Context: an optimization exercise on an open-source flow, tuned for small area and a short achievable clock period. The choices shown serve that exercise and are no tape-out recipe. RTL that was checked went through simulation tests only; none was proved equivalent to the original. Power is estimated from default activity; no workload was simulated.

==> flow/design.v (excerpt) <==
module scopeCore (
	input logic clk_flash,
	input logic rstN,
	input logic [4*8-1:0] flashData,  
	input logic [8-1:0] threshLow,  
	input logic [8-1:0] threshHigh,
	input logic fallingEdge,
	input logic [(10 + 1)-1:0] tot,
	input logic [4-1:0] chanEnable,
	input logic [1:0] coinReq,
	input logic [8-1:0] holdTime,
	input logic allowSameChan,
	input logic noSelfTrig,
	input logic isFirst,
	input logic isLast,
	input logic [1:0] trigIn,  
	input logic startTrigger,
	input logic [10-1:0] triggerPoint,
	input logic [10-1:0] nsmp,
	input logic [5-1:0] downsample,
	input logic highRes,
	output logic [1:0] trigOut,  
	output logic trigger,
	output logic [4-1:0] inRange,  
	output logic acquiring,
	output logic dataReady,
	output logic [10-1:0] wrAddress,
	output logic [10-1:0] trigPointAddr,
	output logic [4*8-1:0] dout  
);
	logic [4*8-1:0] samples;  
	logic [4-1:0] fire;
	logic dsGo;
	always_ff @(posedge clk_flash) begin
		samples <= flashData;  
	end
	for (genvar i = 0; i < 4; i++) begin : gChan
		channelTrigger uChan (
			.clk_flash(clk_flash),
			.rstN(rstN),
			.sample(samples[i*8 +: 8]),
			.threshLow(threshLow),
			.threshHigh(threshHigh),
			.fallingEdge(fallingEdge),
			.tot(tot),
			.dsGo(dsGo),
			.fire(fire[i]),
			.inRange(inRange[i])
		);
	end
	coincidenceTrigger uCoin (
		.clk_flash(clk_flash),
		.rstN(rstN),
		.fire(fire),
		.chanEnable(chanEnable),
		.coinReq(coinReq),
		.holdTime(holdTime),
		.allowSameChan(allowSameChan),
		.dsGo(dsGo),
		.noSelfTrig(noSelfTrig),
		.isFirst(isFirst),
		.isLast(isLast),
		.trigIn(trigIn),
		.trigger(trigger),
		.trigOut(trigOut)
	);
	acquireControl uAcq (
		.clk_flash(clk_flash),
		.rstN(rstN),
		.startTrigger(startTrigger),
		.trigger(trigger),
  ...
Size in the first run: about 2400 cells after synthesis, ~170 I/O pins, about 17000 um^2 of cells after synthesis.
==> flow/config.mk <==
export PLATFORM = sky130hd
export DESIGN_NAME = scopeCore
export DESIGN_NICKNAME = scopeCore
export VERILOG_FILES = /design/flow/design.v
export SDC_FILE = /design/flow/constraint.sdc
export NUM_CORES = 4
export LEC_CHECK = 0
export ABC_AREA = 1
export CAP_MARGIN = 0
export CORE_MARGIN = 2
export CORE_UTILIZATION = 60
export SETUP_SLACK_MARGIN = 3.1
export SLEW_MARGIN = 0
export TNS_END_PERCENT = 1
==> flow/constraint.sdc <==
create_clock -name core_clock -period 5.0 [get_ports {clk_flash}]
set_input_delay 1.0000 -clock core_clock [delete_from_list [all_inputs] [get_ports {clk_flash}]]
set_output_delay 1.0000 -clock core_clock [all_outputs]
set_load 0.01 [all_outputs]
standard.sh (not shown) runs the stock make flow with config.mk's settings and CLKGATE_MAP_FILE= SYNTH_SCRIPT=/design/flow/synth_recipe.tcl, a recipe that flattens the netlist after the stock synthesis.
==> flow/flow/run.sh <==
#!/bin/bash
# Layout flow: the standard ORFS flow (standard synthesis included), with the
# ports buffered by a plain buffer instead of the weakest delay cell;
# nothing else changed.
set -euo pipefail
export BUFFER_PORTS_ARGS="-buffer_cell sky130_fd_sc_hd__buf_2"

bash standard.sh finish > make_finish.log 2>&1
The baseline produced a clean layout.
Next try:
--- a/flow/config.mk
+++ b/flow/config.mk
@@ -6,9 +6,8 @@
 export NUM_CORES = 4
 export LEC_CHECK = 0
-export ABC_AREA = 1
-export CAP_MARGIN = 0
+export CAP_MARGIN = 20
 export CORE_MARGIN = 2
 export CORE_UTILIZATION = 60
 export SETUP_SLACK_MARGIN = 3.1
-export SLEW_MARGIN = 0
+export SLEW_MARGIN = 20
 export TNS_END_PERCENT = 1
Result: Sequential power increases by about 6%; wire length falls by 14%; power grows by 4.9%; synthesized area fell by 6.1%; synthesized cell count decreases by 24%; worst setup slack got worse by 0.84 ns; via count went down by 16%; critical path depth is higher by 10; hold slack got worse by 0.023 ns.
Next try:
--- a/flow/config.mk
+++ b/flow/config.mk
@@ -6,7 +6,8 @@
 export NUM_CORES = 4
 export LEC_CHECK = 0
+export ABC_AREA = 1
 export CAP_MARGIN = 20
 export CORE_MARGIN = 2
-export CORE_UTILIZATION = 60
+export CORE_UTILIZATION = 50
 export SETUP_SLACK_MARGIN = 3.1
 export SLEW_MARGIN = 20
After rerunning: Maximum frequency is higher by 40%; power is lower by 5.0%; register-to-register slack improved by 0.74 ns.
Next try:
--- a/flow/config.mk
+++ b/flow/config.mk
@@ -9,6 +9,6 @@
 export CAP_MARGIN = 20
 export CORE_MARGIN = 2
-export CORE_UTILIZATION = 50
+export CORE_UTILIZATION = 60
 export SETUP_SLACK_MARGIN = 3.1
 export SLEW_MARGIN = 20
-export TNS_END_PERCENT = 1
+export TNS_END_PERCENT = 0
The changed run ran to the end with no violations.
Synthesized cell count is unchanged.
Wire length increases by 0.31%.
Clock skew hardly moves.
Worst hold slack loses 0.0049 ns.
Worst setup slack got worse by 0.068 ns.
Design area falls by 0.74%.
Die area went down by 16%.
Area after synthesis does not change.
Critical path depth climbs by 14.
Clock-buffer cell count drops by 8.

* * *

Setup of orange:
scopeCore, a different RTL version from the one above (not shown whole).
Size in the first run: ~2,300 cells after synthesis, ~270 flip-flops, about 170 I/O pins, about 17,000 µm² of cells after synthesis.
export LEC_CHECK = 0
export ABC_AREA = 1
export CAP_MARGIN = 20
export CORE_MARGIN = 2
export CORE_UTILIZATION = 60
export SETUP_SLACK_MARGIN = 3.1
export SLEW_MARGIN = 20
export TNS_END_PERCENT = 1
create_clock -name core_clock -period 5.0 [get_ports {clk_flash}]
==> flow/flow/run.sh <==
#!/bin/bash
# Layout flow: the standard ORFS flow (standard synthesis included), with the
# ports buffered by a plain buffer instead of the weakest delay cell, and clock
# tree synthesis without dummy loads and with clkbuf_8 tree buffers; nothing else changed.
set -euo pipefail
export BUFFER_PORTS_ARGS="-buffer_cell sky130_fd_sc_hd__buf_2"
export CTS_ARGS="-sink_clustering_enable -repair_clock_nets -dont_use_dummy_load -buf_list sky130_fd_sc_hd__clkbuf_8"
bash standard.sh finish > make_finish.log 2>&1
diff inputs: orange => red
diff --git a/flow/flow/run.sh b/flow/flow/run.sh
--- a/flow/flow/run.sh
+++ b/flow/flow/run.sh
@@ -4 +4 @@
-# tree synthesis without dummy loads and with clkbuf_8 tree buffers; nothing else changed.
+# tree synthesis without dummy loads; nothing else changed.
@@ -7 +7 @@
-export CTS_ARGS="-sink_clustering_enable -repair_clock_nets -dont_use_dummy_load -buf_list sky130_fd_sc_hd__clkbuf_8"
+export CTS_ARGS="-sink_clustering_enable -repair_clock_nets -dont_use_dummy_load"
==> comparison <==
red closes out successfully: all stages finished, all timing, DRC and antenna checks passed. Taking orange as the reference, in red multi-input gate count shows no meaningful change, global routing met3 resource utilization shows a reduction of 0.81 points. red ended up with a lower global-route wire length before repair than orange did.
No run of this note included a check of the RTL's function; only the layout flow was run.

* * *

ember:
scopeCore with an RTL version that a note above also has.
Size in the first run: about 2400 cells after synthesis, roughly 170 I/O pins, about 17000 sq um of cells after synthesis.
## scopeCore
module scopeCore (
	input logic clk_flash,
	input logic rstN,
	input logic [4*8-1:0] flashData,  
	input logic [8-1:0] threshLow,  
	input logic [8-1:0] threshHigh,
	input logic fallingEdge,
	input logic [(10 + 1)-1:0] tot,
	input logic [4-1:0] chanEnable,
	input logic [1:0] coinReq,
	input logic [8-1:0] holdTime,
	input logic allowSameChan,
	input logic noSelfTrig,
	input logic isFirst,
	input logic isLast,
	input logic [1:0] trigIn,  
	input logic startTrigger,
	input logic [10-1:0] triggerPoint,
	input logic [10-1:0] nsmp,
	input logic [5-1:0] downsample,
	input logic highRes,
	output logic [1:0] trigOut,  
	output logic trigger,
	output logic [4-1:0] inRange,  
	output logic acquiring,
	output logic dataReady,
	output logic [10-1:0] wrAddress,
	output logic [10-1:0] trigPointAddr,
	output logic [4*8-1:0] dout  
);
	logic [4*8-1:0] samples;  
	logic [4-1:0] fire;
	logic dsGo;
	always_ff @(posedge clk_flash) begin
		samples <= flashData;  
	end
	for (genvar i = 0; i < 4; i++) begin : gChan
		channelTrigger uChan (
			.clk_flash(clk_flash),
			.rstN(rstN),
			.sample(samples[i*8 +: 8]),
			.threshLow(threshLow),
			.threshHigh(threshHigh),
			.fallingEdge(fallingEdge),
			.tot(tot),
			.dsGo(dsGo),
			.fire(fire[i]),
			.inRange(inRange[i])
		);
	end
	coincidenceTrigger uCoin (
		.clk_flash(clk_flash),
		.rstN(rstN),
		.fire(fire),
		.chanEnable(chanEnable),
		.coinReq(coinReq),
		.holdTime(holdTime),
		.allowSameChan(allowSameChan),
		.dsGo(dsGo),
		.noSelfTrig(noSelfTrig),
		.isFirst(isFirst),
		.isLast(isLast),
		.trigIn(trigIn),
		.trigger(trigger),
		.trigOut(trigOut)
	);
	acquireControl uAcq (
		.clk_flash(clk_flash),
		.rstN(rstN),
		.startTrigger(startTrigger),
		.trigger(trigger),
		.triggerPoint(triggerPoint),
		.nsmp(nsmp),
		.downsample(downsample),
		.dsGo(dsGo),
		.acquiring(acquiring),
		.wrAddress(wrAddress),
		.trigPointAddr(trigPointAddr),
  ...
Settings: LEC_CHECK=0, ABC_AREA=1, CAP_MARGIN=20, CORE_MARGIN=2, CORE_UTILIZATION=60, CTS_CLUSTER_SIZE=12, SETUP_SLACK_MARGIN=3.1, SLEW_MARGIN=20, TNS_END_PERCENT=1; clock period 5.0 ns.
==> flow/flow/run.sh <==
#!/bin/bash
# Layout flow: the standard ORFS flow (standard synthesis included), with the
# ports buffered by a plain buffer instead of the weakest delay cell;
# nothing else changed.
set -euo pipefail
export BUFFER_PORTS_ARGS="-buffer_cell sky130_fd_sc_hd__buf_2"

bash standard.sh finish > make_finish.log 2>&1
For amber, these inputs were changed with respect to ember:
- changing CORE_UTILIZATION from 60 to 70
- removing CTS_CLUSTER_SIZE (formerly 12)
==> comparison <==
Category of the critical setup timing path: input pin to register -> amber, register to output pin -> ember
Die boundary width down about 7% in amber wrt ember
Delta (amber minus ember): sequential cell fraction of total power went down; post-route cell area went up.
amber falls short of ember in minimum clock period.
[amber] post-place instance area fell 120 sq um relative to ember
Post-route fraction of the period consumed by the critical path for amber: 4.8 points up relative to ember
Against ember, clock power in amber came out worse.
Going from ember to amber, wire length of the first global-routing pass grew by a few percent.
ember has a lower cell depth of the worst setup path than amber.
sky130_fd_sc_hd__dfxtp_1 as the slowest library cell on the worst path was reported by ember, and sky130_fd_sc_hd__ha_4 by amber.
The inputs of nickel differ from those of amber as listed below.
- CORE_UTILIZATION: 70 -> 60
- GPL_ROUTABILITY_DRIVEN: unset -> 0
--- outcome ---
- Area added between synthesis and finish, amber and nickel: smaller value in nickel
- Compared with amber, in nickel final cell area excluding filler cells down about 2.2%, total via count in the routed design down 2334.
- Between amber and nickel, total leakage power is higher for amber, nickel comes in under that.
- The logic gate share of total power reported for nickel is smaller than that of amber by 2.1 points.
- Per the comparison of nickel with amber, slew at the pin with the worst max-slew slack now smaller, final routed wirelength across all metal layers now smaller.
Changes in garnet relative to nickel:
- SETUP_SLACK_MARGIN: 3.1 -> 2.9
- GPL_ROUTABILITY_DRIVEN: 0 -> unset
- CORE_UTILIZATION: 60 -> 40
- TNS_END_PERCENT: 1 -> unset
==> flow/run.sh (new file) <==
#!/bin/bash
# synth_recipe.tcl (not shown) runs the flow's synth.tcl, then flattens the netlist and writes it again
# the make line also repeats each setting of config.mk as NAME=value (left out here)
make -C /OpenROAD-flow-scripts/flow DESIGN_CONFIG=/design/flow/config.mk WORK_HOME=/design/flow/orfs CLKGATE_MAP_FILE= SYNTH_SCRIPT=/design/flow/synth_recipe.tcl finish
removed: flow/flow/run.sh
removed: flow/standard.sh
==> comparison <==
Delta (garnet minus nickel): worst hold-check slack now larger, post-synthesis cell count did not really move.
garnet supports a higher top clock frequency than nickel.
garnet vs nickel, top routing layer in use: met5 vs met4
Height of the die | garnet above nickel
Average routed wire per standard cell came out higher on garnet than on nickel.
garnet vs nickel — first-pass GRT wire length rose about 13%.
Lower cell area was reported by nickel, not garnet.
garnet ends up with a total power that is 15% higher than in nickel.
Inputs modified between garnet and willow:
- TNS_END_PERCENT: unset -> 1
- CORE_UTILIZATION: 40 -> 60
- SETUP_SLACK_MARGIN: 2.9 -> 3.1
- PLACE_DENSITY: unset -> 0.7
==> flow/flow/run.sh (new file) <==
#!/bin/bash
# Layout flow: the standard ORFS flow (standard synthesis included), with the
# ports buffered by a plain buffer instead of the weakest delay cell;
# nothing else changed.
set -euo pipefail
export BUFFER_PORTS_ARGS="-buffer_cell sky130_fd_sc_hd__buf_2"

bash standard.sh finish > make_finish.log 2>&1
==> flow/standard.sh (new file) <==
#!/bin/bash
# synth_recipe.tcl (not shown) runs the flow's synth.tcl, then flattens the netlist and writes it again
# the make line also repeats each setting of config.mk as NAME=value (left out here)
make -C /OpenROAD-flow-scripts/flow DESIGN_CONFIG=/design/flow/config.mk WORK_HOME=/design/flow/orfs CLKGATE_MAP_FILE= SYNTH_SCRIPT=/design/flow/synth_recipe.tcl "${@:-finish}"
removed: flow/run.sh
==> summary.txt <==
- Going from garnet to willow, total power shrank by more than 10%.
- Looking at number of search-and-repair iterations in the first detailed-routing pass across willow and garnet, the one that comes out lower is garnet.
- The higher initial antenna violation count came out of garnet.
- Register area, willow and garnet: larger value in garnet
Modified inputs, maple compared to willow
- PLACE_DENSITY: 0.7 -> unset
==> flow/run.sh (new file) <==
#!/bin/bash
# synth_recipe.tcl (not shown) runs the flow's synth.tcl, then flattens the netlist and writes it again
# the make line also repeats each setting of config.mk as NAME=value (left out here)
make -C /OpenROAD-flow-scripts/flow DESIGN_CONFIG=/design/flow/config.mk WORK_HOME=/design/flow/orfs CLKGATE_MAP_FILE= SYNTH_SCRIPT=/design/flow/synth_recipe.tcl finish
removed: flow/flow/run.sh
removed: flow/standard.sh
Diff willow and maple: part of the power in the clock network lower in maple
| sum of routed wire length over all layers | lower: willow |
From willow to maple the numbers moved as follows: detailed-route via count up 770, number of antenna violations at the first check in global routing flat.
Number of global-route vias before repair in maple vs willow: up 899

static timing again, ports no longer ideal:
The results above use ideal ports. As a check the final layouts listed here were re-extracted and re-timed, cells and wires unchanged.
Step 1, drivers: a clkbuf_16 drives clk_flash and a buf_2 each remaining input, both assumed.
Step 2 moves the port delays by t, midway between the first and last clock arrival at a register: inputs arrive t later, outputs are due t later. That takes back most of the time a late clock gives input paths.
a / b / c = no drivers / after step 1 / after step 2; a / b = the first two.
run	t, ns	setup slack, ns	clock arrival spread, ns	worst register clock-pin slew, ns	pins driven straight from the clock port
the first run of note 1	0.608	2.891 / 2.839 / 2.291	0.017 / 0.018	0.07 / 0.07	1
the second run of note 1	0.596	2.055 / 2.040 / 1.444	0.018 / 0.018	0.06 / 0.06	1
the third run of note 1	0.629	2.895 / 2.841 / 2.215	0.008 / 0.008	0.06 / 0.06	1
the fourth run of note 1	0.601	2.827 / 2.806 / 2.204	0.007 / 0.007	0.07 / 0.07	1
orange	0.610	2.620 / 2.538 / 1.928	0.063 / 0.062	0.06 / 0.06	1
red	0.597	2.587 / 2.558 / 1.961	0.046 / 0.046	0.06 / 0.06	1
ember	0.610	2.889 / 2.835 / 2.265	0.018 / 0.018	0.07 / 0.07	1
amber	0.626	2.650 / 2.640 / 2.014	0.013 / 0.012	0.07 / 0.07	1
nickel	0.615	2.818 / 2.741 / 2.126	0.023 / 0.023	0.07 / 0.07	1
garnet	0.583	2.862 / 2.806 / 2.224	0.035 / 0.035	0.06 / 0.06	1
willow	0.608	2.891 / 2.839 / 2.291	0.017 / 0.018	0.07 / 0.07	1
maple	0.621	2.786 / 2.700 / 2.078	0.027 / 0.027	0.07 / 0.07	1
After both steps every run listed still meets setup and hold. For maple, which loses most, drivers alone change the setup slack by -0.086 ns; drivers and shift together by -0.708 ns.
